This design comes from an exercise in tuning for small area and a short achievable clock period on the open sky130 flow, not from production work.
Where RTL was checked, it was by simulation tests only, not by an equivalence proof against the original.
Function not checked in runs 1, 2 and 7: the RTL went through the layout flow alone.
No activity file was given, so power comes from the tool's default toggle rates.

## flow/config.mk

```make
export PLATFORM = sky130hd
export DESIGN_NAME = weight_stream_mem
export DESIGN_NICKNAME = weight_stream_mem
export VERILOG_FILES = /design/flow/design.v
export SDC_FILE = /design/flow/constraint.sdc
export NUM_CORES = 4
export LEC_CHECK = 0
export CAP_MARGIN = 20
export CORE_MARGIN = 2
export CORE_UTILIZATION = 50
export CTS_CLUSTER_DIAMETER = 70
export CTS_CLUSTER_SIZE = 25
export SETUP_SLACK_MARGIN = 1.9
export SLEW_MARGIN = 20
```

## flow/constraint.sdc

```tcl
create_clock -name core_clock -period 4.0 [get_ports {clk}]
set_input_delay 0.8000 -clock core_clock [delete_from_list [all_inputs] [get_ports {clk}]]
set_output_delay 0.8000 -clock core_clock [all_outputs]
set_load 0.01 [all_outputs]
```

## flow/design.v

```verilog
module weight_stream_mem #(
   parameter int DATA_W = 8,
   parameter int ADDR_W = 8,
   parameter int LANES  = 4,
   parameter int LEN_W  = ADDR_W - $clog2(LANES) + 1
) (
   input  logic                    clk,
   input  logic                    rst,
   input  logic                    trig_w,
   input  logic [ADDR_W-1:0]       abus_w,
   input  logic [DATA_W-1:0]       dbus_w,
   input  logic                    req,
   input  logic [ADDR_W-1:0]       base,
   input  logic [LEN_W-1:0]        len,
   output logic                    ack,
   output logic                    busy,
   output logic [DATA_W*LANES-1:0] dbus_r,
   output logic                    valid,
   input  logic                    ready,
   output logic                    last,
   output logic                    done
);
   localparam int ROW_B  = DATA_W * LANES;        
   localparam int WORDS  = 1 << ADDR_W;
   localparam int ROWS   = WORDS / LANES;         
   localparam int G1     = ROWS / 4;              
   localparam int G2     = G1 / 4;                
   logic [WORDS*DATA_W-1:0] store;
   always_ff @(posedge clk) begin
      for (int w = 0; w < WORDS; w++) begin
         if (trig_w && abus_w == ADDR_W'(w)) begin
            store[w*DATA_W +: DATA_W] <= dbus_w;
         end
      end
   end
   logic             run;       
   logic [LEN_W-1:0] remain;
   logic             free;
   logic             accept;
   logic             issue;
   logic             fin;
   assign free   = !valid || ready;
   assign accept = !busy && req;
   assign issue  = run && free;
   assign fin    = busy && !run && free;
   always_ff @(posedge clk or negedge rst) begin
      if (!rst) begin
         ack    <= 1'b0;
         busy   <= 1'b0;
         done   <= 1'b0;
         run    <= 1'b0;
         remain <= '0;
      end else begin
         ack  <= accept;
         done <= fin;
         if (accept) begin
            busy <= 1'b1;
         end else if (fin) begin
            busy <= 1'b0;
         end
         if (accept) begin
            run <= (len != '0);
         end else if (issue && remain == LEN_W'(1)) begin
            run <= 1'b0;
         end
         if (accept) begin
            remain <= len;
         end else if (issue) begin
            remain <= remain - LEN_W'(1);
         end
      end
   end
   logic [5:0] row_p0;
   logic [1:0] sel1 [G1];
   logic [1:0] sel2 [G2];
   always_ff @(posedge clk) begin
      if (accept) begin
         row_p0 <= base[7:2];
      end else if (issue) begin
         row_p0 <= row_p0 + 6'd1;
      end
   end
   for (genvar g = 0; g < G1; g++) begin : g_sel1
      always_ff @(posedge clk) begin
         if (accept) begin
            sel1[g] <= base[3:2];
         end else if (issue) begin
            sel1[g] <= sel1[g] + 2'd1;
         end
      end
   end
   for (genvar h = 0; h < G2; h++) begin : g_sel2
      always_ff @(posedge clk) begin
         if (accept) begin
            sel2[h] <= base[5:4];
         end else if (issue && row_p0[1:0] == 2'd3) begin
            sel2[h] <= sel2[h] + 2'd1;
         end
      end
   end
   function automatic logic [ROW_B-1:0] mux4(input logic [1:0] s,
                                             input logic [ROW_B-1:0] a0,
                                             input logic [ROW_B-1:0] a1,
                                             input logic [ROW_B-1:0] a2,
                                             input logic [ROW_B-1:0] a3);
      mux4 = s[1] ? (s[0] ? a3 : a2) : (s[0] ? a1 : a0);
   endfunction
   logic [ROW_B-1:0] lvl1 [G1];
   logic [ROW_B-1:0] lvl2 [G2];
   logic [ROW_B-1:0] rd_p0;
   for (genvar g = 0; g < G1; g++) begin : g_lvl1
      assign lvl1[g] = mux4(sel1[g], store[(4*g+0)*ROW_B +: ROW_B],
                            store[(4*g+1)*ROW_B +: ROW_B],
                            store[(4*g+2)*ROW_B +: ROW_B],
                            store[(4*g+3)*ROW_B +: ROW_B]);
   end
   for (genvar h = 0; h < G2; h++) begin : g_lvl2
      assign lvl2[h] = mux4(sel2[h], lvl1[4*h+0], lvl1[4*h+1],
                            lvl1[4*h+2], lvl1[4*h+3]);
   end
   assign rd_p0 = mux4(row_p0[5:4], lvl2[0], lvl2[1], lvl2[2], lvl2[3]);
   always_ff @(posedge clk or negedge rst) begin
      if (!rst) begin
         dbus_r <= '0;
         valid  <= 1'b0;
         last   <= 1'b0;
      end else if (issue) begin
         dbus_r <= rd_p0;
         valid  <= 1'b1;
         last   <= (remain == LEN_W'(1));
      end else if (valid && ready) begin
         valid  <= 1'b0;
         last   <= 1'b0;
      end
   end
endmodule
```

## flow/run.sh

```bash
#!/bin/bash
# synth_recipe.tcl (not shown) runs the flow's synth.tcl, then flattens the netlist and writes it again
# the make line also repeats each setting of config.mk as NAME=value (left out here)
make -C /OpenROAD-flow-scripts/flow DESIGN_CONFIG=/design/flow/config.mk WORK_HOME=/design/flow/orfs CLKGATE_MAP_FILE= SYNTH_SCRIPT=/design/flow/synth_recipe.tcl finish
```

==> results.toml, run 1 <==
[cts]
cts_hold_buf = 0
cts.reportedPaths.clkPinSlew_ps = 100
cts_max_level = 4
cts_made_buffers = 130
clk_latency_ps = 810
cts.sinks = 2139
clock-root-buffer = "clkbuf_16"
cts_tree = "done"
clock_path_buffers = 3

[grt]
first_global_vias = 42163
grt_usage = 0.2752
grt_overflow = 0
grt_max_degree = 108
antenna_found_initial = 5
grt_pass1_wl_microns = 324600

[timing]
period_share = 0.6410
clock_skew_ps = 35.27
rsz0062_at_grt = "yes"
fmax_ghz = 0.3900
period_minus_slack_ps = 2564
relSlewSlack = 0.3073
worstMarginPinSlew_ps = 1039
drv_slew = 0
setup_tns_ps = 0
finalHoldViolations = 0
worst_slack_ps = 1436
setup_viol_count_final = 0

[placed_design]
place_inst = 6256
hpwl_microns = 146900
post-place-ws_ps = 442.9
globalplace.congestion = 0.8534
io_buffers = 70

[power_and_ir_drop]
p_leak_nw = 31.54
p_total_mw = 64.38
powerDensity_nw_per_um2 = 647.2
peakVddDrop_mv = 0.5728

[worst_setup_path]
crit_required_ps = 4670
path_class = "reg -> reg"
slowest_delay_ps = 550
start_kind = "flop"
cp.arrival_ps = 3240
cp_max_fo = 6
worstPathCellList = "buf_12 > buf_16 > mux4_2 > mux2_4 > a211o_4 > a22oi_2 > o21ai_1"
cp_num_buf_inv = 2
cpLargestDelayFamily = "multiplexers"
end_kind = "flop"
cp_slowest_cell = "mux4_2"

[logic_synthesis]
syn_inst = 3996
synthFlopType = "edfxtp_1"
async_flop_share = 0.02104
seq_area_frac_synth = 0.7701
synth_top_cell_by_area = "edfxtp_1"
synth_top_area_share = 0.7565
synth_area_sq_um = 83120
yosys-top-cells-area = "edfxtp_1 (76%), mux4_2 (12%), mux2i_1 (2.8%)"
ys_ff_latch = 2139
synth_edf_count = 2094
synth_cell_types = 61
synth_commonest_cells = "edfxtp_1 (2094), mux4_2 (435), nor2_1 (312), mux2i_1 (235), clkbuf_1 (115)"
synth.avg_cell_area_sq_um = 20.80
yosysMostFrequentCell = "edfxtp_1"
yosys_warnings = 5
synth_fp_nets = 4035

[routing]
ant_nets = 0
vias = 43191
detail_route.iter0.violations = 5385
wl_per_cell_microns = 34.09
wirelength_microns = 232700
post_drt_via_cell_ratio = 6.326
route.detailed.drc = 0
drtPass1Iterations = 5

[cells_and_area]
area_growth_pct = 19.69
drive_above_1_share = 0.3906
nNetsFinal = 4583
final_cells = 6827

[run_status]
status = "complete, no violations"

[die]
core_sq_um = 165000
die_y_microns = 411.7
die_x_microns = 411.7
pin_count = 73
die_area_sq_um = 169500
start_util = 0.5038
rows = 149

[job]
timing.max_cap.violations = 0

[hold_path]
worstHoldPathType = "in -> async"
-- layout by cell type, fill, tap and decap left out, types with 16 or more instances in the layout --
cell / count
o221ai_1: 44
dfrtp_2: 32
a21oi_1: 37
buf_4: 415
clkbuf_16: 138
mux2i_1: 217
nor2_1: 53
edfxtp_1: 2094
xnor2_1: 23
buf_12: 115
buf_6: 71
nand2_1: 49
mux4_2: 435
inv_6: 19
o21ai_0: 39
a22oi_1: 16
o22ai_1: 28
nor2_4: 245
mux2_2: 37
a211o_1: 19
a221oi_2: 16
clkdlybuf4s50_1: 16
-- registers in the layout, indices dropped and copies added, names as in the netlist --
name and cells:
row_p0 6, done 1, valid 1, dbus_r 32, ack 1, remain 7
sel2 8, busy 1, sel1 32, run 1, last 1, store 2048
-- cell type report --
| type | instances | area (sq um) |
|---|---|---|
| Inverter | 8 | 31.28 |
| Antenna cell | 1 | 2.502 |
| Clock inverter | 83 | 938.4 |
| Clock buffer | 142 | 3446 |
| Tap cell | 2189 | 2739 |
| Sequential cell | 2139 | 64050 |
| Timing Repair Buffer | 663 | 7136 |
| Fill cell | 11749 | 65510 |
| Multi-Input combinational cell | 1602 | 21140 |
-- stage by stage --
stage | utilization | area (sq um) | hold WS [ps]
2_1_floorplan | - | 85460 | 504.4
3_3_place_gp | 0.5426 | 89520 | 502.7
3_5_place_dp | 0.5426 | 89520 | 499.9
4_1_cts | 0.5959 | 98310 | 116.8
5_1_grt | 0.6029 | 99480 | 167.0
6_report | 0.6030 | 99480 | 164.3
-- where the power goes --
part	leakage [nW]	switching (mW)	internal, mW
clock	2.11	7.75	7.07
combinational	10.1	12.7	10.8
sequential	19.4	0.793	25.3
-- routing by layer --
metal,part of all wire,up-vias,global-route usage
met5,0.00012,-,0
met4,0.026,4,0.07193
met3,0.089,271,0.05678
met2,0.47,1901,0.4239
met1,0.42,23288,0.4046
li1,-,17727,-
-- worst reg2reg max path, cell delays in order, from the launching register on --
cell      delay, ps
edfxtp_1        390
buf_12          150
buf_16          150
mux4_2          560
mux2_4          320
a211o_4         370
a22oi_2         380
o21ai_1         120
-- worst paths after layout --
path,to,start,slack [ps],depth (start not counted)
max in group asynchronous,dbus_r[31],rst,2890,2
max reg2reg,dbus_r[21],sel1[5][0],1440,7
min in group core_clock,last,last,540,1
min,dbus_r[27],rst,160,1
max,dbus_r[21],sel1[5][0],1440,7
min reg2reg,last,last,540,1
-- cells by family after synthesis --
family / Yosys count / synth area share
xor+xnor: 26 / 0.002740
mux: 719 / 0.1528
simple gates: 474 / 0.02407
flops: 2139 / 0.7701
buf+inv: 255 / 0.01551
compound gates: 380 / 0.03434
fa+ha+maj: 3 / 0.0004517
-- what timing repair did --
item	4_1_cts	5_1_grt
cloned	7	2
setup endpoints to repair	2113	1576
buffers inserted	271	65
resized for setup	504	95
pin swaps	118	70
==> inputs of run 2 (changes only) <==
--- a/flow/design.v
+++ b/flow/design.v
@@ -24,7 +24,6 @@
    localparam int WORDS  = 1 << ADDR_W;
    localparam int ROWS   = WORDS / LANES;         
    localparam int G1     = ROWS / 4;              
-   localparam int G2     = G1 / 4;                
    logic [WORDS*DATA_W-1:0] store;
    always_ff @(posedge clk) begin
       for (int w = 0; w < WORDS; w++) begin
@@ -72,7 +71,6 @@
    end
    logic [5:0] row_p0;
    logic [1:0] sel1 [G1];
-   logic [1:0] sel2 [G2];
    always_ff @(posedge clk) begin
       if (accept) begin
          row_p0 <= base[7:2];
@@ -89,15 +87,6 @@
          end
       end
    end
-   for (genvar h = 0; h < G2; h++) begin : g_sel2
-      always_ff @(posedge clk) begin
-         if (accept) begin
-            sel2[h] <= base[5:4];
-         end else if (issue && row_p0[1:0] == 2'd3) begin
-            sel2[h] <= sel2[h] + 2'd1;
-         end
-      end
-   end
    function automatic logic [ROW_B-1:0] mux4(input logic [1:0] s,
                                              input logic [ROW_B-1:0] a0,
                                              input logic [ROW_B-1:0] a1,
@@ -106,7 +95,6 @@
       mux4 = s[1] ? (s[0] ? a3 : a2) : (s[0] ? a1 : a0);
    endfunction
    logic [ROW_B-1:0] lvl1 [G1];
-   logic [ROW_B-1:0] lvl2 [G2];
    logic [ROW_B-1:0] rd_p0;
    for (genvar g = 0; g < G1; g++) begin : g_lvl1
       assign lvl1[g] = mux4(sel1[g], store[(4*g+0)*ROW_B +: ROW_B],
@@ -114,11 +102,19 @@
                             store[(4*g+2)*ROW_B +: ROW_B],
                             store[(4*g+3)*ROW_B +: ROW_B]);
    end
-   for (genvar h = 0; h < G2; h++) begin : g_lvl2
-      assign lvl2[h] = mux4(sel2[h], lvl1[4*h+0], lvl1[4*h+1],
-                            lvl1[4*h+2], lvl1[4*h+3]);
+   logic [ROW_B-1:0] lvl2 [8];
+   logic [ROW_B-1:0] lvl3 [4];
+   logic [ROW_B-1:0] lvl4 [2];
+   for (genvar h = 0; h < 8; h++) begin : g_lvl2
+      assign lvl2[h] = row_p0[2] ? lvl1[2*h+1] : lvl1[2*h];
    end
-   assign rd_p0 = mux4(row_p0[5:4], lvl2[0], lvl2[1], lvl2[2], lvl2[3]);
+   for (genvar h = 0; h < 4; h++) begin : g_lvl3
+      assign lvl3[h] = row_p0[3] ? lvl2[2*h+1] : lvl2[2*h];
+   end
+   for (genvar h = 0; h < 2; h++) begin : g_lvl4
+      assign lvl4[h] = row_p0[4] ? lvl3[2*h+1] : lvl3[2*h];
+   end
+   assign rd_p0 = row_p0[5] ? lvl4[1] : lvl4[0];
    always_ff @(posedge clk or negedge rst) begin
       if (!rst) begin
          dbus_r <= '0;
--- a/flow/config.mk
+++ b/flow/config.mk
@@ -7,8 +7,10 @@
 export LEC_CHECK = 0
 export CAP_MARGIN = 20
 export CORE_MARGIN = 2
-export CORE_UTILIZATION = 50
+export CORE_UTILIZATION = 60
 export CTS_CLUSTER_DIAMETER = 70
 export CTS_CLUSTER_SIZE = 25
+export PLACE_DENSITY = 0.72
 export SETUP_SLACK_MARGIN = 1.9
 export SLEW_MARGIN = 20
+export TNS_END_PERCENT = 10
==> run 2 against run 1 <==
  * Power is 5.6% lower
  * Flip-flop and latch count down 8
  * Sequential power shrank 2%
  * First-iteration DRC count is 4.8% higher
  * Hold slack better by 13 ps
  * Routed wire length is 10% lower
  * Critical endpoint is now dbus_r[27]
  * Largest cell class unchanged
  * Highest routed layer unchanged
==> results.toml, run 2 <==
[timing]
clock_skew_ps = 42.56
worst_hold_slack_ps = 177.3
setup_tns_ps = 0
period_share = 0.6666
relSlewSlack = 0.2231
period_minus_slack_ps = 2666
finalHoldViolations = 0
fmax_ghz = 0.3750
worstMarginPinSlew_ps = 1165
setup_viol_count_final = 0
drv_slew = 0
rsz0062_at_grt = "yes"

[logic_synthesis]
yosys-top-cells-area = "edfxtp_1 (76%), mux4_2 (7.8%), mux2i_1 (3.5%)"
synth_cell_types = 59
syn_inst = 4203
async_flop_share = 0.02112
synth.avg_cell_area_sq_um = 19.69
synth_top_area_share = 0.7568
synth_commonest_cells = "edfxtp_1 (2086), nor2_1 (305), mux2i_1 (288), mux4_2 (286), clkbuf_1 (121)"
synth_fp_nets = 4242
synth_top_cell_by_area = "edfxtp_1"
ys_ff_latch = 2131
seq_area_frac_synth = 0.7705
synthFlopType = "edfxtp_1"
synth_edf_count = 2086
synth_area_sq_um = 82760
yosysMostFrequentCell = "edfxtp_1"
yosys_warnings = 6

[cells_and_area]
nFillCells = 8269
reg_top3 = "store: 2048 flops, dbus_r: 32 flops, sel1: 32 flops"
fin_util = 0.6956
final_cell_mix = "edfxtp_1 (2086), mux4_2 (293), mux2i_1 (288)"
drive_above_1_share = 0.3031
nNetsFinal = 4557
area_growth_pct = 15.27
regMostFlops = "store"
layout_commonest_cell = "edfxtp_1"
largest_reg_flops = 2048

[run_status]
status = "complete, no violations"

[routing]
post_drt_via_cell_ratio = 6.744
drtPass1Iterations = 5
ant_nets = 0
route.detailed.drc = 0
wirelength_microns = 208600
vias = 43240
detail_route.iter0.violations = 5644
wl_per_cell_microns = 32.54

[die]
core_sq_um = 137200
die_area_sq_um = 140900
pin_count = 73
start_util = 0.6035
die_y_microns = 375.4
die_x_microns = 375.4
rows = 136

[cts]
cts_max_level = 3
cts_hold_buf = 0
cts.sinks = 2131
clk_latency_ps = 790
clock_path_buffers = 3
cts_made_buffers = 117
cts.reportedPaths.clkPinSlew_ps = 100
cts_tree = "done"
clock-root-buffer = "clkbuf_16"

[power_and_ir_drop]
powerDensity_nw_per_um2 = 637.2
p_leak_nw = 30.35
peakVddDrop_mv = 0.4565

[grt]
antenna_found_initial = 10
grt_max_degree = 123
first_global_vias = 41841
grt_usage = 0.2934
grt_pass1_wl_microns = 294500
grt_overflow = 0

[placed_design]
globalplace.congestion = 0.8570
hpwl_microns = 129500
io_buffers = 70

[job]
timing.max_cap.violations = 0

[worst_setup_path]
path_class = "reg -> reg"
crit_required_ps = 4680
cp_max_fo = 7
cp.arrival_ps = 3350
start_kind = "flop"
end_kind = "flop"

[hold_path]
worstHoldPathType = "in -> async"
==> run 2: path summary, 6_finish.rpt <==
kind	endpoint	start	cells past startpoint	slack, ps
hold / removal	dbus_r[27]	rst	1	180
hold reg to reg	last	last	1	520
setup reg to reg	dbus_r[27]	sel1[1][0]	9	1330
max in group asynchronous	remain[5]	rst	2	2970
setup / recovery	dbus_r[27]	sel1[1][0]	9	1330
min in group core_clock	last	last	1	520
==> run 2: metrics by stage <==
stage	setup slack, ps	total power, mW	instances	area (sq um)
after CTS	1408	59.93	6371	94680
after floorplan	1726	37.02	4203	84580
final	1334	60.79	6412	95400
after detailed placement	409.2	43.77	6034	88210
after global routing	1341	62.48	6411	95400
after global placement	506.7	43.55	6034	88210
==> run 2: where the power goes <==
part	leakage, nW	internal [mW]	switching (mW)
registers	19.3	25.1	0.621
clock network	1.94	6.37	7.41
logic	9.11	9.28	12.0
==> run 2: layout make-up <==
cell class / instances / area, sq um / share of cell area
Sequential cell: 2131 / 63780 / 0.6686
Multi-Input combinational cell: 1801 / 20410 / 0.2140
Timing Repair Buffer: 461 / 4922 / 0.05160
Clock buffer: 138 / 3092 / 0.03241
Tap cell: 1794 / 2245 / 0.02353
Clock inverter: 78 / 914.6 / 0.009587
Inverter: 6 / 26.28 / 0.0002754
Antenna cell: 3 / 7.507 / 0.00007869
==> run 2: metal layers <==
metal | global-route usage | vias to the layer above | routed length (microns)
met5 | 0 | - | 64
met4 | 0.07646 | 10 | 5314
met3 | 0.05211 | 285 | 21910
met2 | 0.4581 | 2375 | 99570
met1 | 0.4365 | 22677 | 81770
li1 | - | 17893 | -
==> run 2: worst max-delay path: stages, from the launching register on <==
cell and delay, ps:
edfxtp_1 420, buf_6 150, buf_16 130, buf_8 130, mux4_2 510, a22o_4 290, nor4_4 370, nor4_2 70
buf_4 210, a221o_1 260
==> run 2: kinds of logic (layout without fill, tap and decap cells) <==
family / count (synthesis) / in the layout / synth area share
flops: 2131 / 2131 / 0.7705
simple gates: 600 / 600 / 0.03395
xor+xnor: 26 / 26 / 0.002751
fa+ha+maj: 3 / 3 / 0.0004536
compound gates: 496 / 496 / 0.04315
buf+inv: 271 / 683 / 0.01726
mux: 676 / 676 / 0.1320
other cells: 0 / 3 / 0
==> run 2: repair_timing <==
item	CTS	global route
gates resized for setup	302	104
cloned	8	4
pin swaps	51	45
endpoints found under the setup margin	2158	1894
buffers inserted	113	34
==> inputs of run 3 (changes only) <==
--- a/flow/design.v
+++ b/flow/design.v
@@ -70,7 +70,7 @@
       end
    end
    logic [5:0] row_p0;
-   logic [1:0] sel1 [G1];
+   logic [3:0] sel1 [G1];
    always_ff @(posedge clk) begin
       if (accept) begin
          row_p0 <= base[7:2];
@@ -81,26 +81,19 @@
    for (genvar g = 0; g < G1; g++) begin : g_sel1
       always_ff @(posedge clk) begin
          if (accept) begin
-            sel1[g] <= base[3:2];
+            sel1[g] <= 4'b0001 << base[3:2];
          end else if (issue) begin
-            sel1[g] <= sel1[g] + 2'd1;
+            sel1[g] <= {sel1[g][2:0], sel1[g][3]};
          end
       end
    end
-   function automatic logic [ROW_B-1:0] mux4(input logic [1:0] s,
-                                             input logic [ROW_B-1:0] a0,
-                                             input logic [ROW_B-1:0] a1,
-                                             input logic [ROW_B-1:0] a2,
-                                             input logic [ROW_B-1:0] a3);
-      mux4 = s[1] ? (s[0] ? a3 : a2) : (s[0] ? a1 : a0);
-   endfunction
    logic [ROW_B-1:0] lvl1 [G1];
    logic [ROW_B-1:0] rd_p0;
    for (genvar g = 0; g < G1; g++) begin : g_lvl1
-      assign lvl1[g] = mux4(sel1[g], store[(4*g+0)*ROW_B +: ROW_B],
-                            store[(4*g+1)*ROW_B +: ROW_B],
-                            store[(4*g+2)*ROW_B +: ROW_B],
-                            store[(4*g+3)*ROW_B +: ROW_B]);
+      assign lvl1[g] = ({ROW_B{sel1[g][0]}} & store[(4*g+0)*ROW_B +: ROW_B])
+                     | ({ROW_B{sel1[g][1]}} & store[(4*g+1)*ROW_B +: ROW_B])
+                     | ({ROW_B{sel1[g][2]}} & store[(4*g+2)*ROW_B +: ROW_B])
+                     | ({ROW_B{sel1[g][3]}} & store[(4*g+3)*ROW_B +: ROW_B]);
    end
    logic [ROW_B-1:0] lvl2 [8];
    logic [ROW_B-1:0] lvl3 [4];
==> run 3 against run 2 <==
  * Still clean
  * Power rose by 2.6%
  * Sequential share of layout area up 2.0 points
  * Global-route usage grew 3.8 points
  * Largest cell class unchanged
  * First-iteration DRC count grew 34%
  * Die area shrank 2.5%
  * Combinational power grew 5%
  * Fmax fell by 4.7%
  * Count of clock-buffer cells in the layout increased by 1
  * Clock power is 4% lower
  * Worst setup slack got worse by 130 ps
  * Hold slack got worse by 120 ps
  * Highest routed layer unchanged
  * Sequential power up 4%
==> results.toml, run 3 <==
[logic_synthesis]
async_flop_share = 0.02080
synthFlopType = "edfxtp_1"
yosysMostFrequentCell = "edfxtp_1"
synth_edf_count = 2118
synth_top_cell_by_area = "edfxtp_1"
synth_top_area_share = 0.7882
synth_commonest_cells = "edfxtp_1 (2118), a22oi_1 (512), clkbuf_1 (272), nor2_1 (263), a22o_1 (256)"
synth_compound_area_frac = 0.1462
yosys_warnings = 6
synth_fp_nets = 4714
yosys-top-cells-area = "edfxtp_1 (79%), a22oi_1 (4.8%), a22o_1 (2.8%)"
synthAdderAreaFrac = 0.0004652
synth_xor_area_frac = 0.001085
syn_inst = 4675
synth_top_family_by_area = "compound AO/OA/AOI/OAI gates"
seq_area_frac_synth = 0.8021
synth_cell_types = 42
synth.avg_cell_area_sq_um = 17.26
synth_simple_gate_area_frac = 0.03023
synth_area_sq_um = 80700
ys_ff_latch = 2163
synth_mux_area_frac = 0.0001395

[cells_and_area]
nFillCells = 8213
final_area_sq_um = 94080
multi_input_area_sq_um = 17450
regMostFlops = "store"
nNetsFinal = 5047
reg_top3 = "store: 2048 flops, sel1: 64 flops, dbus_r: 32 flops"
largest_reg_flops = 2048
regArea_sq_um = 64740
diodes = 0
layout_commonest_cell = "edfxtp_1"
area_growth_pct = 16.59
final_cell_mix = "edfxtp_1 (2118), a22oi_1 (497), buf_4 (363)"
fin_util = 0.7050
drive_above_1_share = 0.2397

[grt]
grt_overflow = 0
first_global_vias = 46793
antenna_found_initial = 6
grt_pass1_wl_microns = 324100
grt_usage = 0.3312
grt_max_degree = 105

[worst_setup_path]
cp.arrival_ps = 3400
crit_required_ps = 4600
start_kind = "flop"
end_kind = "flop"
cp_max_fo = 5
path_class = "reg -> reg"

[job]
timing.max_cap.violations = 0

[timing]
clock_skew_ps = 33.01
period_minus_slack_ps = 2798
finalHoldViolations = 0
rsz0062_at_grt = "yes"
worstMarginPinSlew_ps = 1274
worst_hold_slack_ps = 57.12
relSlewSlack = 0.1470
setup_tns_ps = 0
fmax_ghz = 0.3574
setup_viol_count_final = 0
drv_slew = 0
period_share = 0.6996

[routing]
post_drt_via_cell_ratio = 7.094
route.detailed.drc = 0
wl_per_cell_microns = 33.68
detail_route.iter0.violations = 7578
wirelength_microns = 231200
drtPass1Iterations = 8
ant_nets = 0
vias = 48698

[placed_design]
hpwl_microns = 133200
io_buffers = 70
globalplace.congestion = 0.9255
dpl_cell_area_sq_um = 85730

[die]
start_util = 0.6047
pin_count = 73
die_y_microns = 370.7
rows = 134
die_x_microns = 370.7
core_sq_um = 133500
die_area_sq_um = 137400

[power_and_ir_drop]
pwr-share-clk = 0.213
p_total_mw = 62.38
peakVddDrop_mv = 0.6051
p_seq_frac = 0.430
swShare = 0.3586
powerDensity_nw_per_um2 = 663.1
internal_power_mw = 40.01
p_leak_nw = 29.96
p_switching_mw = 22.37
p_comb_frac = 0.357

[cts]
cts.sinks = 2163
cts_tree = "done"
cts_hold_buf = 0
cts.reportedPaths.clkPinSlew_ps = 100
cts_max_level = 3
clock_path_buffers = 3
clk_latency_ps = 790
cts_made_buffers = 112
clock-root-buffer = "clkbuf_16"

[hold_path]
worstHoldPathType = "in -> async"

[run_status]
status = "complete, no violations"
-- run 3: cell count changes in the layout (fill, tap and decap cells not counted), moves of 93 or more --
cell,delta
a22o_1,+233
mux4_2,-293
a21oi_1,+138
buf_4,+93
mux2i_1,-288
a22oi_1,+446
-- run 3: critical path: stages (launching register included) --
cell and delay [ps]:
edfxtp_1 550, buf_4 210, a22o_1 210, a221oi_2 230
o221ai_2 170, o211ai_1 1030, o211ai_1 210
-- run 3: cells by family (layout without fill, tap and decap cells) --
family / Yosys count / after routing
flops: 2163 / 2163
compound gates: 1535 / 1535
simple gates: 580 / 583
buf+inv: 383 / 802
xor+xnor: 10 / 10
fa+ha+maj: 3 / 3
mux: 1 / 1
-- run 3: power groups by stage --
stage / logic [mW] / registers, mW / clock network (mW)
final: 22.3 / 26.8 / 13.3
after global routing: 22.9 / 26.9 / 14.1
after CTS: 20.9 / 26.7 / 13.3
after detailed placement: 14.2 / 29.3 / 0
after global placement: 13.9 / 29.3 / 0
after floorplan: 9.85 / 26.6 / 0
-- run 3: cell type report --
class | instances | area share
flip-flops and latches | 2163 | 0.6881
multi-input cells | 2132 | 0.1855
repair buffers | 593 | 0.06320
clock buffers | 139 | 0.03153
well taps | 1768 | 0.02351
clock inverters | 64 | 0.007793
inverters | 6 | 0.0003059
-- run 3: final timing paths --
check | startpoint | end | slack, ps | cells past startpoint
worst max-delay path | sel1[15][3] | dbus_r[14] | 1200 | 6
worst min-delay path | rst | dbus_r[21] | 60 | 1
worst max register to register | sel1[15][3] | dbus_r[14] | 1200 | 6
worst min register to register | busy | busy | 540 | 1
max in group asynchronous | rst | dbus_r[24] | 3110 | 2
min in group core_clock | busy | busy | 540 | 1
-- run 3: metal layers --
| metal | up-vias | wire, microns | share of wire | GRT usage |
|---|---|---|---|---|
| li1 | 20126 | - | - | - |
| met1 | 24737 | 82630 | 0.36 | 0.4483 |
| met2 | 3313 | 106800 | 0.46 | 0.5044 |
| met3 | 514 | 29430 | 0.13 | 0.09220 |
| met4 | 8 | 12300 | 0.053 | 0.1550 |
| met5 | - | 49 | 0.00021 | 0 |
-- run 3: repair_timing --
item	CTS	global route
pin swaps	141	100
setup buffers	253	35
endpoints found under the hold margin	0	0
setup endpoints to repair	2199	1614
resized for setup	397	104
gates cloned	11	2
-- run 3: through the flow --
| stage | std cells | worst slack [ps] |
|---|---|---|
| after floorplan | 4675 | 1718 |
| after global placement | 6357 | 573.0 |
| after detailed placement | 6358 | 471.3 |
| after CTS | 6825 | 1460 |
| after global routing | 6865 | 1247 |
| final | 6865 | 1202 |
==> inputs of run 4 (changes only) <==
==> flow/flow/run.sh (new file) <==
#!/bin/bash
# The standard layout, with the port buffers that buffer_ports inserts taken
# from plain buffers (buf_4) rather than the cell it picks by default.
set -e
export BUFFER_PORTS_ARGS="-buffer_cell sky130_fd_sc_hd__buf_4"
bash standard.sh > standard.log 2>&1
==> flow/standard.sh (new file) <==
#!/bin/bash
# synth_recipe.tcl (not shown) runs the flow's synth.tcl, then flattens the netlist and writes it again
# the make line also repeats each setting of config.mk as NAME=value (left out here)
make -C /OpenROAD-flow-scripts/flow DESIGN_CONFIG=/design/flow/config.mk WORK_HOME=/design/flow/orfs CLKGATE_MAP_FILE= SYNTH_SCRIPT=/design/flow/synth_recipe.tcl "${@:-finish}"
removed: flow/run.sh
==> run 4 against run 3 <==
  * Worst setup slack improved by 250 ps
  * Critical endpoint is now dbus_r[22]
  * Via count shrank 1.7%
  * First-iteration DRC count down 3.5%
  * Clock power about the same
  * Die area unchanged
  * Largest power group unchanged
  * Still clean
==> results.toml, run 4 <==
[run_status]
status = "complete, no violations"

[power_and_ir_drop]
peakVddDrop_mv = 0.5473
p_seq_frac = 0.436
swShare = 0.3552
p_comb_frac = 0.352
powerDensity_nw_per_um2 = 660.8
internal_power_mw = 39.52
p_switching_mw = 21.77
p_leak_nw = 29.38
pwr-share-clk = 0.212

[worst_setup_path]
r2r_end = "dbus_r[22]"
startpoint = "sel1[15][2]"
end_kind = "flop"
path_class = "reg -> reg"
rr_worst_depth = 7
crit_top_cell = "o211ai_1"
start_kind = "flop"
crit_required_ps = 4620
rr_startpoint = "sel1[15][2]"
rrSetupSlack_ps = 1450
slowest_delay_ps = 740
worstPathCellList = "buf_4 > buf_6 > a22o_1 > a221oi_2 > o221ai_4 > o211ai_1 > o211ai_1"
setup.worst_path.end = "dbus_r[22]"
cp.arrival_ps = 3180
cp_max_fo = 9
cp_slowest_cell = "o211ai_1"

[cts]
clock_path_buffers = 3
cts_made_buffers = 112
cts_max_level = 3
cts.reportedPaths.clkPinSlew_ps = 100
clock-root-buffer = "clkbuf_16"
clk_latency_ps = 790
cts_tree = "done"
cts.sinks = 2163

[logic_synthesis]
synth_simple_gate_area_frac = 0.03023
synth_top_family_by_area = "compound AO/OA/AOI/OAI gates"
syn_inst = 4675
synth_cell_types = 42
synth_compound_area_frac = 0.1462
seq_area_frac_synth = 0.8021
yosys-top-cells-area = "edfxtp_1 (79%), a22oi_1 (4.8%), a22o_1 (2.8%)"
synth_commonest_cells = "edfxtp_1 (2118), a22oi_1 (512), clkbuf_1 (272), nor2_1 (263), a22o_1 (256)"
synth_top_area_share = 0.7882
synth_fp_nets = 4714
async_flop_share = 0.02080
synth_xor_area_frac = 0.001085
synth_top_cell_by_area = "edfxtp_1"
synth_mux_area_frac = 0.0001395
yosys_warnings = 6
synth.avg_cell_area_sq_um = 17.26
synth_edf_count = 2118
ys_ff_latch = 2163
synthFlopType = "edfxtp_1"
yosysMostFrequentCell = "edfxtp_1"
synth_area_sq_um = 80700
synthAdderAreaFrac = 0.0004652

[placed_design]
io_buffers = 70
globalplace.congestion = 0.9233
hpwl_microns = 132400
post-place-ws_ps = 789.5

[cells_and_area]
reg_top3 = "store: 2048 flops, sel1: 64 flops, dbus_r: 32 flops"
regMostFlops = "store"
fin_util = 0.6950
drive_above_1_share = 0.2198
area_growth_pct = 14.94
final_cell_mix = "edfxtp_1 (2118), a22oi_1 (508), buf_4 (370)"
nNetsFinal = 4963
layout_commonest_cell = "edfxtp_1"
largest_reg_flops = 2048

[timing]
period_share = 0.6383
finalHoldViolations = 0
setup_tns_ps = 0
period_minus_slack_ps = 2553
setup_viol_count_final = 0
worst_slack_ps = 1447
worstMarginPinSlew_ps = 1056
fmax_ghz = 0.3917
rsz0062_at_grt = "yes"
worst_hold_slack_ps = 36.41
relSlewSlack = 0.2960
clock_skew_ps = 39.28
drv_slew = 0

[routing]
route.detailed.drc = 0
post_drt_via_cell_ratio = 7.070
ant_nets = 0
drtPass1Iterations = 9
wl_per_cell_microns = 33.41
vias = 47864
wirelength_microns = 226200
detail_route.iter0.violations = 7313

[grt]
grt_overflow = 0
first_global_vias = 45714
grt_usage = 0.3261
grt_max_degree = 127
antenna_found_initial = 11
grt_pass1_wl_microns = 319900

[die]
start_util = 0.6047
die_x_microns = 370.7
core_sq_um = 133500
pin_count = 73
rows = 134
die_y_microns = 370.7
die_area_sq_um = 137400

[hold_path]
worstHoldPathType = "in -> async"

[job]
timing.max_cap.violations = 0
## run 4: cell counts after synthesis
No cell type changed its count.
## run 4: per-layer routing
metal / routed length (microns) / up-vias / global-route usage
met4: 10940 / 10 / 0.1452
met1: 82290 / 24472 / 0.4409
met5: 59 / - / 0
met2: 106000 / 3019 / 0.5025
li1: - / 19916 / -
met3: 26900 / 447 / 0.08814
## run 4: worst min-delay path by stage
stage	to	slack, ps	cells past startpoint
finish	dbus_r[3]	40	1
global route	dbus_r[2]	70	1
CTS	dbus_r[27]	20	1
detailed placement	dbus_r[5]	510	2
global placement	last	500	1
floorplan	ack	500	0
## run 4: stage by stage
stage / cells / instance area, sq um / power (mW)
CTS: 6734 / 92080 / 59.98
finish: 6770 / 92760 / 61.29
detailed placement: 6327 / 85330 / 43.45
global route: 6768 / 92750 / 62.84
floorplan: 4675 / 82680 / 36.45
global placement: 6327 / 85330 / 43.22
## run 4: power by group through the flow
stage          combinational [mW]  clock (mW)  sequential [mW]
3_5_place_dp                 14.7           0             28.7
4_1_cts                      20.3        13.0             26.7
5_1_grt                      22.3        13.8             26.7
3_3_place_gp                 14.5           0             28.7
6_report                     21.6        13.0             26.7
2_1_floorplan                9.85           0             26.6
## run 4: critical path, delay by kind of cell, from the launching register on
family / cells / cell delay, ps
buf+inv: 2 / 330
flops: 1 / 490
compound gates: 5 / 1590
## run 4: cell families (layout without fill, tap and decap cells)
group / after synthesis / count (layout)
buffers and inverters: 383 / 704
XOR/XNOR: 10 / 10
AND/OR/NAND/NOR: 580 / 584
other: 0 / 2
flip-flops: 2163 / 2163
adder cells (fa/ha/maj): 3 / 3
multiplexers: 1 / 1
AO/OA/AOI/OAI: 1535 / 1535
## run 4: timing repair
action | CTS | global route
setup buffers | 201 | 29
pin swaps | 107 | 81
gates cloned | 16 | 2
hold buffers | 0 | 0
resized for setup | 192 | 73
setup endpoints to repair | 1372 | 1460
## run 4: cell type report
type | instances | area (sq um)
sequential | 2163 | 64730
clock buffer | 125 | 2883
inverter | 6 | 27.53
timing repair buffer | 508 | 5100
antenna | 2 | 5.005
tap | 1768 | 2212
multi-input combinational | 2133 | 17090
clock inverter | 65 | 709.4
fill | 8353 | 40700
==> inputs of run 5 (changes only) <==
--- a/flow/config.mk
+++ b/flow/config.mk
@@ -10,7 +10,7 @@
 export CORE_UTILIZATION = 60
 export CTS_CLUSTER_DIAMETER = 70
 export CTS_CLUSTER_SIZE = 25
+export GPL_ROUTABILITY_DRIVEN = 0
 export PLACE_DENSITY = 0.72
-export SETUP_SLACK_MARGIN = 1.9
+export SETUP_SLACK_MARGIN = 1.6
 export SLEW_MARGIN = 20
-export TNS_END_PERCENT = 10
==> run 5 against run 4 <==
  * Non-clock buffer count rose by 7
  * Count of clock-buffer cells in the layout increased by 22
  * Global-route usage shrank 1.6 points
  * Critical path depth unchanged
  * Critical path type unchanged
  * Clock skew fell by 12 ps
  * Routed wire length shrank 2.8%
  * Sequential power barely moved
  * Utilization down 1.6 points
  * Cell count is essentially flat
  * Register-to-register slack got worse by 80 ps
==> results.toml, run 5 <==
[grt]
first_global_vias = 45452
grt_usage = 0.3105
grt_overflow = 0
grt_max_degree = 121
grt_pass1_wl_microns = 307200
antenna_found_initial = 15

[cells_and_area]
regMostFlops = "store"
nFillCells = 8632
layout_commonest_cell = "edfxtp_1"
area_growth_pct = 12.27
final_cell_mix = "edfxtp_1 (2118), a22oi_1 (512), buf_4 (415)"
fin_util = 0.6788
reg_top3 = "store: 2048 flops, sel1: 64 flops, dbus_r: 32 flops"
drive_above_1_share = 0.1696
final_area_sq_um = 90600
largest_reg_flops = 2048
nNetsFinal = 4961

[routing]
detail_route.iter0.violations = 7443
post_drt_via_cell_ratio = 7.055
ant_nets = 0
route.detailed.drc = 0
wl_per_cell_microns = 32.46
drtPass1Iterations = 7
wirelength_microns = 219900
vias = 47774

[worst_setup_path]
rr_startpoint = "sel1[8][1]"
cp_num_buf_inv = 2
slowest_delay_ps = 510
rr_worst_depth = 7
r2r_end = "dbus_r[19]"
cp_max_fo = 5
crit_required_ps = 4600
rrSetupSlack_ps = 1370
worstPathCellList = "buf_6 > buf_4 > a222oi_1 > nand2_1 > a2111o_1 > o211ai_1 > o211ai_1"
path_class = "reg -> reg"
worst-path-stages = 7
startpoint = "sel1[8][1]"
cpLargestDelayFamily = "compound AO/OA/AOI/OAI gates"
cp_slowest_cell = "a2111o_1"
cp.arrival_ps = 3230
crit_top_cell = "o211ai_1"
end_kind = "flop"
start_kind = "flop"

[logic_synthesis]
synthFlopType = "edfxtp_1"
yosysMostFrequentCell = "edfxtp_1"
ys_ff_latch = 2163
syn_inst = 4675
async_flop_share = 0.02080
synth_top_area_share = 0.7882
synth_top_cell_by_area = "edfxtp_1"
seq_area_frac_synth = 0.8021
synth_fp_nets = 4714
synth_area_sq_um = 80700
synth_cell_types = 42
synth_commonest_cells = "edfxtp_1 (2118), a22oi_1 (512), clkbuf_1 (272), nor2_1 (263), a22o_1 (256)"
synth_edf_count = 2118
synth.avg_cell_area_sq_um = 17.26
yosys_warnings = 6
yosys-top-cells-area = "edfxtp_1 (79%), a22oi_1 (4.8%), a22o_1 (2.8%)"

[placed_design]
hpwl_microns = 127900
dpl_cell_area_sq_um = 84150
io_buffers = 70
post-place-ws_ps = 963.1

[die]
die_x_microns = 370.7
die_y_microns = 370.7
rows = 134
pin_count = 73
die_area_sq_um = 137400
start_util = 0.6047
core_sq_um = 133500

[timing]
relSlewSlack = 0.2526
worstMarginPinSlew_ps = 1121
rsz0062_at_grt = "yes"
setup_viol_count_final = 0
finalHoldViolations = 0
worst_slack_ps = 1370
clock_skew_ps = 27.28
setup_tns_ps = 0
period_share = 0.6576
period_minus_slack_ps = 2630
fmax_ghz = 0.3802
drv_slew = 0

[cts]
cts_made_buffers = 106
cts_tree = "done"
clock-root-buffer = "clkbuf_16"
clock_path_buffers = 3
cts.sinks = 2163
cts_hold_buf = 0
cts.reportedPaths.clkPinSlew_ps = 100
cts_max_level = 3
clk_latency_ps = 750

[power_and_ir_drop]
p_total_mw = 59.72
p_leak_nw = 29.13
powerDensity_nw_per_um2 = 659.2
peakVddDrop_mv = 0.5087

[hold_path]
worstHoldPathType = "in -> async"

[job]
timing.max_cap.violations = 0

[run_status]
status = "complete, no violations"
[run 5: cell counts after synthesis]
No cell type changed its count.
[run 5: how the worst max path moves through the flow]
stage	end
3_5_place_dp	store[1725]
3_3_place_gp	store[1576]
2_1_floorplan	store[984]
4_1_cts	dbus_r[5]
6_report	dbus_r[19]
5_1_grt	dbus_r[19]
[run 5: cell type report]
type / instances / area [sq um] / share of cell area
clock buffer: 147 / 2974 / 0.03283
inverter: 6 / 22.52 / 0.0002486
sequential: 2163 / 64730 / 0.7145
multi-input combinational: 2130 / 15280 / 0.1687
tap: 1768 / 2212 / 0.02442
clock inverter: 40 / 486.7 / 0.005372
timing repair buffer: 515 / 4886 / 0.05393
antenna: 3 / 7.507 / 0.00008286
[run 5: repair_timing]
action	4_1_cts	5_1_grt
pin swaps	61	91
endpoints found under the hold margin	0	0
setup buffers	130	49
gates resized for setup	99	88
setup endpoints to repair	32	67
cloned	8	12
[run 5: per-stage QoR]
step	hold WS [ps]	instances
3_3_place_gp	478.8	6383
4_1_cts	76.30	6708
5_1_grt	108.2	6769
2_1_floorplan	504.4	4675
3_5_place_dp	491.3	6383
6_report	83.21	6772
[run 5: metal layers]
layer | wire length [microns] | vias up | track usage
met5 | 142 | - | 0
met4 | 9207 | 24 | 0.1149
met3 | 27140 | 500 | 0.07125
met2 | 103700 | 3311 | 0.4895
met1 | 79610 | 24074 | 0.4286
li1 | - | 19865 | -
[run 5: cell families after synthesis]
logic type / Yosys count / synth area share
buf+inv: 383 / 0.01982
flops: 2163 / 0.8021
compound gates: 1535 / 0.1462
mux: 1 / 0.0001395
fa+ha+maj: 3 / 0.0004652
xor+xnor: 10 / 0.001085
simple gates: 580 / 0.03024
[run 5: where the power goes]
| group | leakage, nW | internal [mW] | switching, mW |
|---|---|---|---|
| logic | 7.81 | 7.39 | 13.0 |
| clock network | 1.67 | 5.73 | 7.06 |
| registers | 19.7 | 25.7 | 0.859 |
| total | 29.1 | 38.8 | 20.9 |
[run 5: worst register-to-register path: cells and delay by family (launching register included)]
kind	cells	cell delay (ps)
AND/OR/NAND/NOR	1	190
AO/OA/AOI/OAI	4	1520
buffers and inverters	2	330
flip-flops	1	440
==> inputs of run 6 (changes only) <==
--- a/flow/config.mk
+++ b/flow/config.mk
@@ -10,7 +10,6 @@
 export CORE_UTILIZATION = 60
 export CTS_CLUSTER_DIAMETER = 70
 export CTS_CLUSTER_SIZE = 25
-export GPL_ROUTABILITY_DRIVEN = 0
 export PLACE_DENSITY = 0.72
 export SETUP_SLACK_MARGIN = 1.6
 export SLEW_MARGIN = 20
==> run 6 against run 5 <==
  * Highest routed layer unchanged
  * Die area did not move
  * Sequential share of layout area did not move
  * Non-clock buffer count did not move
==> results.toml, run 6 <==
[logic_synthesis]
synth_edf_count = 2118
synth_commonest_cells = "edfxtp_1 (2118), a22oi_1 (512), clkbuf_1 (272), nor2_1 (263), a22o_1 (256)"
synth_top_area_share = 0.7882
seq_area_frac_synth = 0.8021
yosysMostFrequentCell = "edfxtp_1"
synth_fp_nets = 4714
yosys_warnings = 6
synth.avg_cell_area_sq_um = 17.26
synth_cell_types = 42
ys_ff_latch = 2163
async_flop_share = 0.02080
synthFlopType = "edfxtp_1"
syn_inst = 4675
synth_area_sq_um = 80700
synth_top_cell_by_area = "edfxtp_1"
yosys-top-cells-area = "edfxtp_1 (79%), a22oi_1 (4.8%), a22o_1 (2.8%)"

[timing]
relSlewSlack = 0.2526
rsz0062_at_grt = "yes"
fmax_ghz = 0.3802
period_share = 0.6576
finalHoldViolations = 0
clock_skew_ps = 27.28
worstMarginPinSlew_ps = 1121
period_minus_slack_ps = 2630
setup_tns_ps = 0
drv_slew = 0
setup_viol_count_final = 0

[cts]
cts_hold_buf = 0
cts_tree = "done"
clock_path_buffers = 3
clock-root-buffer = "clkbuf_16"
cts.sinks = 2163
cts_made_buffers = 106
clk_latency_ps = 750
cts.reportedPaths.clkPinSlew_ps = 100
cts_max_level = 3

[placed_design]
io_buffers = 70
hpwl_microns = 127900
globalplace.congestion = 0.8989

[worst_setup_path]
cp_slowest_cell = "a2111o_1"
cp_max_fo = 5
cpLargestDelayFamily = "compound AO/OA/AOI/OAI gates"
cp.arrival_ps = 3230
path_class = "reg -> reg"
end_kind = "flop"
worstPathCellList = "buf_6 > buf_4 > a222oi_1 > nand2_1 > a2111o_1 > o211ai_1 > o211ai_1"
crit_top_cell = "o211ai_1"
cp_num_buf_inv = 2
slowest_delay_ps = 510
start_kind = "flop"
crit_required_ps = 4600

[routing]
detail_route.iter0.violations = 7443
post_drt_via_cell_ratio = 7.055
wl_per_cell_microns = 32.46
route.detailed.drc = 0
ant_nets = 0
vias = 47774
drtPass1Iterations = 7
wirelength_microns = 219900

[die]
die_y_microns = 370.7
pin_count = 73
die_area_sq_um = 137400
rows = 134
die_x_microns = 370.7
core_sq_um = 133500
start_util = 0.6047

[hold_path]
worstHoldPathType = "in -> async"

[cells_and_area]
fin_util = 0.6788
regArea_sq_um = 64730
nNetsFinal = 4961
largest_reg_flops = 2048
area_growth_pct = 12.27
nFillCells = 8632
multi_input_area_sq_um = 15280
regMostFlops = "store"
final_cell_mix = "edfxtp_1 (2118), a22oi_1 (512), buf_4 (415)"
reg_top3 = "store: 2048 flops, sel1: 64 flops, dbus_r: 32 flops"
layout_commonest_cell = "edfxtp_1"
drive_above_1_share = 0.1696

[power_and_ir_drop]
p_leak_nw = 29.13
peakVddDrop_mv = 0.5087
powerDensity_nw_per_um2 = 659.2

[grt]
grt_pass1_wl_microns = 307200
grt_overflow = 0
first_global_vias = 45452
grt_max_degree = 121
grt_usage = 0.3105
antenna_found_initial = 15

[run_status]
status = "complete, no violations"

[job]
timing.max_cap.violations = 0
## run 6: cell counts after synthesis
Identical to the previous run, type by type.
## run 6: worst reg2reg max path: stages, from the launching register on
cell and delay, ps:
edfxtp_1 440, buf_6 170, buf_4 160, a222oi_1 410, nand2_1 190, a2111o_1 510
o211ai_1 410, o211ai_1 190
## run 6: per-stage QoR
| step | power [mW] | instance area [sq um] | worst slack, ps | hold WS [ps] | std cells |
|---|---|---|---|---|---|
| after floorplan | 36.37 | 80840 | 1467 | 504.4 | 4675 |
| after detailed placement | 42.94 | 84150 | 963.1 | 491.3 | 6383 |
| after global routing | 61.29 | 90590 | 1276 | 108.2 | 6769 |
| after CTS | 57.81 | 89550 | 1560 | 76.30 | 6708 |
| final | 59.72 | 90600 | 1370 | 83.21 | 6772 |
| after global placement | 42.64 | 84150 | 984.4 | 478.8 | 6383 |
## run 6: repair_timing
action                                  CTS  global route
pin swaps                                61            91
endpoints found under the hold margin     0             0
gates resized for setup                  99            88
setup buffers                           130            49
endpoints found under the setup margin   32            67
gates cloned                              8            12
## run 6: worst paths after layout
| check | start | slack [ps] | to | cells after the start |
|---|---|---|---|---|
| max | sel1[8][1] | 1370 | dbus_r[19] | 7 |
| max in group asynchronous | rst | 3330 | dbus_r[2] | 1 |
| max reg2reg | sel1[8][1] | 1370 | dbus_r[19] | 7 |
| min reg2reg | dbus_r[2] | 520 | dbus_r[2] | 2 |
| min | rst | 80 | dbus_r[13] | 1 |
| min in group core_clock | len[6] | 260 | remain[6] | 3 |
## run 6: final cells by class
class	count	share of cell area
multi-input combinational	2130	0.1687
sequential	2163	0.7145
tap	1768	0.02442
antenna	3	0.00008286
timing repair buffer	515	0.05393
inverter	6	0.0002486
clock inverter	40	0.005372
clock buffer	147	0.03283
## run 6: where the power goes
group / switching [mW] / internal (mW) / leakage [nW] / total, mW
Sequential: 0.859 / 25.7 / 19.7 / 26.6
Combinational: 13.0 / 7.39 / 7.81 / 20.3
Clock: 7.06 / 5.73 / 1.67 / 12.8
## run 6: cell families after synthesis
logic type / after synthesis / synth area share
flip-flops: 2163 / 0.8021
AO/OA/AOI/OAI: 1535 / 0.1462
AND/OR/NAND/NOR: 580 / 0.03024
buffers and inverters: 383 / 0.01982
XOR/XNOR: 10 / 0.001085
adder cells (fa/ha/maj): 3 / 0.0004652
multiplexers: 1 / 0.0001395
## run 6: per-layer routing
layer  GRT usage  part of all wire
met1      0.4286              0.36
met4      0.1149             0.042
met5           0           0.00065
met2      0.4895              0.47
met3     0.07125              0.12
==> inputs of run 7 (changes only) <==
--- a/flow/design.v
+++ b/flow/design.v
@@ -71,16 +71,20 @@
    end
    logic [5:0] row_p0;
    logic [3:0] sel1 [G1];
-   always_ff @(posedge clk) begin
-      if (accept) begin
+   always_ff @(posedge clk or negedge rst) begin
+      if (!rst) begin
+         row_p0 <= '0;
+      end else if (accept) begin
          row_p0 <= base[7:2];
       end else if (issue) begin
          row_p0 <= row_p0 + 6'd1;
       end
    end
    for (genvar g = 0; g < G1; g++) begin : g_sel1
-      always_ff @(posedge clk) begin
-         if (accept) begin
+      always_ff @(posedge clk or negedge rst) begin
+         if (!rst) begin
+            sel1[g] <= 4'b0001;
+         end else if (accept) begin
             sel1[g] <= 4'b0001 << base[3:2];
          end else if (issue) begin
             sel1[g] <= {sel1[g][2:0], sel1[g][3]};
--- a/flow/config.mk
+++ b/flow/config.mk
@@ -11,5 +11,6 @@
 export CTS_CLUSTER_DIAMETER = 70
 export CTS_CLUSTER_SIZE = 25
 export PLACE_DENSITY = 0.72
-export SETUP_SLACK_MARGIN = 1.6
+export SETUP_SLACK_MARGIN = 1.9
 export SLEW_MARGIN = 20
+export TNS_END_PERCENT = 10
==> run 7 against run 6 <==
  * Cell count is 1.1% higher
  * Final area is 2.8% higher
  * Count of clock-buffer cells in the layout is 7 lower
  * First-iteration DRC count is 9.6% higher
  * Critical endpoint is now dbus_r[22]
  * Largest cell class unchanged
==> results.toml, run 7 <==
[cells_and_area]
regArea_sq_um = 64570
layout_commonest_cell = "edfxtp_1"
multi_input_area_sq_um = 17470
nNetsFinal = 5020
final_cell_mix = "edfxtp_1 (2048), a22oi_1 (512), buf_4 (328)"
area_growth_pct = 14.84
drive_above_1_share = 0.2155
reg_top3 = "store: 2048 flops, sel1: 64 flops, dbus_r: 32 flops"
nFillCells = 8335
largest_reg_flops = 2048
regMostFlops = "store"

[placed_design]
hpwl_microns = 137300
io_buffers = 70
globalplace.congestion = 0.9026

[worst_setup_path]
rrSetupSlack_ps = 1390
rr_worst_depth = 7
start_kind = "flop"
cp_max_fo = 5
crit_top_cell = "o211ai_1"
worstPathCellList = "buf_12 > a22o_4 > nor3_4 > a311oi_2 > buf_4 > o211ai_1 > o211ai_1"
cp.arrival_ps = 3200
rr_startpoint = "sel1[8][1]"
r2r_end = "dbus_r[22]"
end_kind = "flop"
cp_slowest_cell = "o211ai_1"
cpLargestDelayFamily = "compound AO/OA/AOI/OAI gates"
cp_num_buf_inv = 2
path_class = "reg -> reg"
crit_required_ps = 4600
slowest_delay_ps = 860

[logic_synthesis]
ys_ff_latch = 2163
async_flop_share = 0.05317
synth_top_cell_by_area = "edfxtp_1"
synth_fp_nets = 4847
synth_top_area_share = 0.7585
yosysMostFrequentCell = "edfxtp_1"
synthFlopType = "edfxtp_1"
synth.avg_cell_area_sq_um = 16.86
syn_inst = 4808
synth_area_sq_um = 81080
synth_edf_count = 2048
yosys-top-cells-area = "edfxtp_1 (76%), a22oi_1 (4.7%), dfrtp_1 (3.1%)"
yosys_warnings = 6
seq_area_frac_synth = 0.7943
synth_commonest_cells = "edfxtp_1 (2048), a22oi_1 (512), nor2_1 (312), clkbuf_1 (285), a21oi_1 (273)"
synth_cell_types = 47

[timing]
fmax_ghz = 0.3838
drv_slew = 0
setup_tns_ps = 0
worstMarginPinSlew_ps = 1082
period_share = 0.6514
clock_skew_ps = 55.23
period_minus_slack_ps = 2606
finalHoldViolations = 0
relSlewSlack = 0.2754
setup_viol_count_final = 0
rsz0062_at_grt = "yes"
worst_hold_slack_ps = 110.8

[routing]
detail_route.iter0.violations = 8158
ant_nets = 0
route.detailed.drc = 0
post_drt_via_cell_ratio = 7.213
wirelength_microns = 240400
wl_per_cell_microns = 35.13
vias = 49370
drtPass1Iterations = 9

[cts]
cts_tree = "done"
cts_hold_buf = 0
clock-root-buffer = "clkbuf_16"
clk_latency_ps = 780
cts.sinks = 2163
cts.reportedPaths.clkPinSlew_ps = 90
cts_made_buffers = 114
cts_max_level = 3
clock_path_buffers = 3

[grt]
grt_usage = 0.3439
grt_overflow = 0
first_global_vias = 46787
grt_max_degree = 129
antenna_found_initial = 12
grt_pass1_wl_microns = 334800

[power_and_ir_drop]
peakVddDrop_mv = 0.5404
p_leak_nw = 29.31
powerDensity_nw_per_um2 = 666.0

[hold_path]
worstHoldPathType = "in -> async"

[die]
start_util = 0.6060
pin_count = 73
core_sq_um = 133800
die_area_sq_um = 138100
die_x_microns = 371.6
die_y_microns = 371.6
rows = 134

[run_status]
status = "complete, no violations"

[job]
timing.max_cap.violations = 0
run 7: worst max path at each step:
stage | start | end | slack (ps) | cells past startpoint
4_1_cts | sel1[13][1] | dbus_r[7] | 1570 | 6
3_5_place_dp | abus_w[3] | store[821] | 750 | 6
5_1_grt | sel1[8][1] | dbus_r[22] | 1370 | 7
6_report | sel1[8][1] | dbus_r[22] | 1390 | 7
3_3_place_gp | abus_w[3] | store[820] | 780 | 6
2_1_floorplan | abus_w[1] | store[1168] | 1720 | 5
run 7: layer usage:
metal  vias to the layer above  routed length [microns]  share of wire  global-route usage
met1                     25041                    86170           0.36              0.4744
met5                         -                       84        0.00035                   0
met3                       590                    30930           0.13             0.08915
met2                      3572                   109500           0.46              0.5164
li1                      20153                        -              -                   -
met4                        14                    13750          0.057              0.1666
run 7: cells by family (layout without fill, tap and decap cells):
family | count (synthesis) | count (layout) | synth area share
flops | 2163 | 2163 | 0.7943
mux | 16 | 16 | 0.001975
fa+ha+maj | 3 | 3 | 0.0004630
xor+xnor | 10 | 10 | 0.001080
other cells | 0 | 4 | 0
simple gates | 599 | 601 | 0.03099
compound gates | 1602 | 1602 | 0.1490
buf+inv | 415 | 678 | 0.02225
run 7: timing repair:
item,CTS,global route
buffers inserted,129,38
resized for setup,198,81
gates cloned,12,2
pin swaps,102,72
endpoints found under the setup margin,850,1264
hold endpoints to repair,0,0
run 7: layout make-up:
cell class / count / area share
Sequential cell: 2163 / 0.6936
Timing Repair Buffer: 464 / 0.05331
Inverter: 6 / 0.0002688
Multi-Input combinational cell: 2232 / 0.1876
Antenna cell: 4 / 0.0001075
Clock inverter: 68 / 0.008829
Tap cell: 1768 / 0.02376
Clock buffer: 140 / 0.03258
run 7: stage by stage:
step | utilization | total power [mW] | cell area [sq um] | cells | worst slack [ps]
after floorplan | - | 36.45 | 83100 | 4808 | 1718
after global placement | 0.6418 | 43.69 | 85860 | 6452 | 776.7
after detailed placement | 0.6418 | 43.93 | 85860 | 6452 | 752.0
after CTS | 0.6895 | 60.31 | 92260 | 6801 | 1569
after global routing | 0.6958 | 63.33 | 93090 | 6841 | 1369
final | 0.6959 | 62.00 | 93100 | 6845 | 1394
run 7: where the power goes:
part           internal [mW]  total [mW]  switching, mW
clock                   6.15        13.6           7.41
combinational           7.70        20.2           12.5
sequential              25.6        28.2           2.59
==> inputs of run 8 (changes only) <==
--- a/flow/design.v
+++ b/flow/design.v
@@ -91,6 +91,30 @@
          end
       end
    end
+   logic [3:0] r2;
+   logic [1:0] r3;
+   for (genvar k = 0; k < 4; k++) begin : g_r2
+      always_ff @(posedge clk or negedge rst) begin
+         if (!rst) begin
+            r2[k] <= 1'b0;
+         end else if (accept) begin
+            r2[k] <= base[4];
+         end else if (issue && row_p0[1:0] == 2'd3) begin
+            r2[k] <= !r2[k];
+         end
+      end
+   end
+   for (genvar k = 0; k < 2; k++) begin : g_r3
+      always_ff @(posedge clk or negedge rst) begin
+         if (!rst) begin
+            r3[k] <= 1'b0;
+         end else if (accept) begin
+            r3[k] <= base[5];
+         end else if (issue && row_p0[2:0] == 3'd7) begin
+            r3[k] <= !r3[k];
+         end
+      end
+   end
    logic [ROW_B-1:0] lvl1 [G1];
    logic [ROW_B-1:0] rd_p0;
    for (genvar g = 0; g < G1; g++) begin : g_lvl1
@@ -103,10 +127,10 @@
    logic [ROW_B-1:0] lvl3 [4];
    logic [ROW_B-1:0] lvl4 [2];
    for (genvar h = 0; h < 8; h++) begin : g_lvl2
-      assign lvl2[h] = row_p0[2] ? lvl1[2*h+1] : lvl1[2*h];
+      assign lvl2[h] = r2[h/2] ? lvl1[2*h+1] : lvl1[2*h];
    end
    for (genvar h = 0; h < 4; h++) begin : g_lvl3
-      assign lvl3[h] = row_p0[3] ? lvl2[2*h+1] : lvl2[2*h];
+      assign lvl3[h] = r3[h/2] ? lvl2[2*h+1] : lvl2[2*h];
    end
    for (genvar h = 0; h < 2; h++) begin : g_lvl4
       assign lvl4[h] = row_p0[4] ? lvl3[2*h+1] : lvl3[2*h];
==> run 8 against run 7 <==
  * Clock skew down 13 ps
  * Critical path type unchanged
  * Register-to-register slack better by 140 ps
  * Flip-flop and latch count up 6
  * Cell count up 2.9%
  * Still clean on timing, DRC and antenna
  * Clock power down 4%
  * Largest power group unchanged
  * Worst setup slack better by 140 ps
==> results.toml, run 8 <==
[worst_setup_path]
worst-path-stages = 8
rr_worst_depth = 8
rr_startpoint = "sel1[6][1]"
cp_slowest_cell = "o211ai_1"
start_kind = "flop"
rrSetupSlack_ps = 1530
end_kind = "flop"
crit_top_cell = "buf_4"
crit_required_ps = 4650
setup.worst_path.end = "dbus_r[16]"
slowest_delay_ps = 720
cp_max_fo = 8
startpoint = "sel1[6][1]"
worstPathCellList = "buf_4 > a22oi_1 > nand2_1 > o211ai_1 > a221oi_1 > buf_4 > a31oi_1 > o21ai_0"
path_class = "reg -> reg"
cp_num_buf_inv = 2
cp.arrival_ps = 3130
cpLargestDelayFamily = "compound AO/OA/AOI/OAI gates"
r2r_end = "dbus_r[16]"

[logic_synthesis]
synth_simple_gate_area_frac = 0.04831
ys_ff_latch = 2169
synthAdderAreaFrac = 0.0006113
synth_fp_nets = 4961
synth_edf_count = 2048
synth.avg_cell_area_sq_um = 16.64
synth_top_family_by_area = "compound AO/OA/AOI/OAI gates"
synth_top_area_share = 0.7511
yosys_warnings = 6
async_flop_share = 0.05579
synth_commonest_cells = "edfxtp_1 (2048), a22oi_1 (600), nor2_1 (348), nand2_1 (248), a22o_1 (208)"
synth_cell_types = 61
synthFlopType = "edfxtp_1"
syn_inst = 4921
synth_xor_area_frac = 0.001712
synth_area_sq_um = 81870
seq_area_frac_synth = 0.7884
synth_compound_area_frac = 0.1272
synth_mux_area_frac = 0.01117
yosysMostFrequentCell = "edfxtp_1"
synth_top_cell_by_area = "edfxtp_1"
yosys-top-cells-area = "edfxtp_1 (75%), a22oi_1 (5.5%), dfrtp_1 (3.2%)"

[cts]
cts.sinks = 2169
cts_hold_buf = 0
cts_made_buffers = 109
clk_latency_ps = 800
cts_tree = "done"
cts_max_level = 3
clock-root-buffer = "clkbuf_16"
clock_path_buffers = 3
cts.reportedPaths.clkPinSlew_ps = 90

[power_and_ir_drop]
p_total_mw = 64.37
p_switching_mw = 24.05
peakVddDrop_mv = 0.4484
p_seq_frac = 0.430
p_comb_frac = 0.367
powerDensity_nw_per_um2 = 679.1
swShare = 0.3737
pwr-share-clk = 0.203
internal_power_mw = 40.32
p_leak_nw = 29.95

[routing]
route.detailed.drc = 0
post_drt_via_cell_ratio = 7.191
vias = 50667
wirelength_microns = 246300
wl_per_cell_microns = 34.95
ant_nets = 0
drtPass1Iterations = 9
detail_route.iter0.violations = 8970

[timing]
clock_skew_ps = 42.02
worst_hold_slack_ps = 49.91
period_minus_slack_ps = 2470
drv_slew = 0
fmax_ghz = 0.4048
finalHoldViolations = 0
setup_tns_ps = 0
relSlewSlack = 0.2398
worstMarginPinSlew_ps = 1140
setup_viol_count_final = 0
rsz0062_at_grt = "yes"
period_share = 0.6176

[cells_and_area]
largest_reg_flops = 2048
fin_util = 0.6998
reg_top3 = "store: 2048 flops, sel1: 64 flops, dbus_r: 32 flops"
area_growth_pct = 15.78
final_cells = 7046
drive_above_1_share = 0.2489
layout_commonest_cell = "edfxtp_1"
nNetsFinal = 5209
regMostFlops = "store"
final_cell_mix = "edfxtp_1 (2048), a22oi_1 (590), buf_4 (366)"

[grt]
antenna_found_initial = 15
grt_overflow = 0
grt_usage = 0.3468
first_global_vias = 47487
grt_pass1_wl_microns = 345200
grt_max_degree = 123

[run_status]
status = "complete, no violations"

[die]
pin_count = 73
start_util = 0.6044
die_y_microns = 373.4
die_area_sq_um = 139400
die_x_microns = 373.4
rows = 135
core_sq_um = 135500

[placed_design]
place_inst = 6613
io_buffers = 70
globalplace.congestion = 0.9111
hpwl_microns = 150300

[hold_path]
worstHoldPathType = "in -> async"

[job]
timing.max_cap.violations = 0
==> run 8: cell count changes in the layout (fill, tap and decap cells not counted), sizes merged, moves of 41 or more <==
cell and delta:
a22o -48, buf +67, a311oi -41, nand4 +48, nand3 +157, nand2 +102
a222oi -57, a22oi +88, a21oi -189
==> run 8: worst min path at each step <==
stage             endpoint  slack [ps]  cells past startpoint
5_1_grt        sel1[12][3]          90                      1
2_1_floorplan        valid         490                      2
3_5_place_dp     dbus_r[8]         460                      2
4_1_cts        sel1[14][3]          70                      1
6_report       sel1[12][3]          50                      1
3_3_place_gp     dbus_r[8]         460                      2
==> run 8: kinds of logic after synthesis <==
kind of cell / count (synthesis)
AO/OA/AOI/OAI: 1376
adder cells (fa/ha/maj): 4
AND/OR/NAND/NOR: 910
buffers and inverters: 397
flip-flops: 2169
multiplexers: 49
XOR/XNOR: 16
==> run 8: timing repair <==
item | 4_1_cts | 5_1_grt
gates cloned | 3 | 0
setup buffers | 172 | 51
endpoints found under the setup margin | 526 | 1440
resized for setup | 416 | 120
pin swaps | 56 | 43
==> run 8: final cells by class <==
cell class / count / area, sq um
repair buffers: 526 / 5196
multi-input cells: 2355 / 18970
clock buffers: 146 / 2919
diodes: 5 / 12.51
flip-flops and latches: 2169 / 64770
fillers: 8395 / 40670
inverters: 8 / 36.28
clock inverters: 56 / 654.4
well taps: 1781 / 2228
==> run 8: routing by layer <==
metal,GRT usage,wire length (microns)
met1,0.4910,89120
met3,0.09114,34370
met4,0.1366,10780
met5,0,104
met2,0.5212,111900
==> run 8: through the flow <==
stage / cell area [sq um] / setup slack, ps
5_1_grt: 94780 / 1549
4_1_cts: 93720 / 1594
3_3_place_gp: 86560 / 880.3
6_report: 94790 / 1530
2_1_floorplan: 83890 / 1718
3_5_place_dp: 86560 / 903.1
==> run 8: power by group through the flow <==
stage | logic, mW | clock network, mW | registers [mW]
after global routing | 24.2 | 13.8 | 27.7
after CTS | 21.6 | 13.0 | 27.7
after global placement | 16.2 | 0 | 29.0
final | 23.6 | 13.1 | 27.7
after floorplan | 10.7 | 0 | 26.4
after detailed placement | 16.4 | 0 | 29.0

==> separate check: timing with driven ports <==
The results above use ideal ports. As a check the final layouts listed here were re-extracted and re-timed, cells and wires unchanged. Step 1, drivers: a clkbuf_16 drives clk and a buf_2 each remaining input, both assumed. Step 2 times the ports against the registers' clock, not the clock port: input delays grow and output delays shrink by t, the midpoint of the rising clock arrivals with the driver on. Three values: no drivers, after step 1, after step 2; two values: the first two.
run | t (ns) | setup WS [ns] | hold slack, ns | worst setup path at the end | pins driven straight from the clock port
run 1 | 0.875 | 1.436 / 1.436 / 0.846 | 0.164 / 0.105 / 0.541 | input to register | 1
run 2 | 0.851 | 1.334 / 1.334 / 0.663 | 0.177 / 0.157 / 0.524 | input to register | 1
run 3 | 0.853 | 1.202 / 1.202 / 0.532 | 0.057 / 0.011 / 0.537 | input to register | 1
run 4 | 0.848 | 1.447 / 1.379 / 0.531 | 0.036 / -0.017 / 0.521 | input to register | 1
run 5 | 0.829 | 1.370 / 1.370 / 0.804 | 0.083 / 0.022 / 0.521 | input to register | 1
run 6 | 0.829 | 1.370 / 1.370 / 0.804 | 0.083 / 0.022 / 0.521 | input to register | 1
run 7 | 0.837 | 1.394 / 1.394 / 0.816 | 0.111 / 0.071 / 0.527 | input to register | 1
run 8 | 0.859 | 1.530 / 1.530 / 0.725 | 0.050 / 0.003 / 0.477 | input to register | 1
After both steps setup and hold are still met in every run listed. For run 4, which loses most, drivers alone change the setup slack by -0.068 ns; drivers and shift together by -0.916 ns.
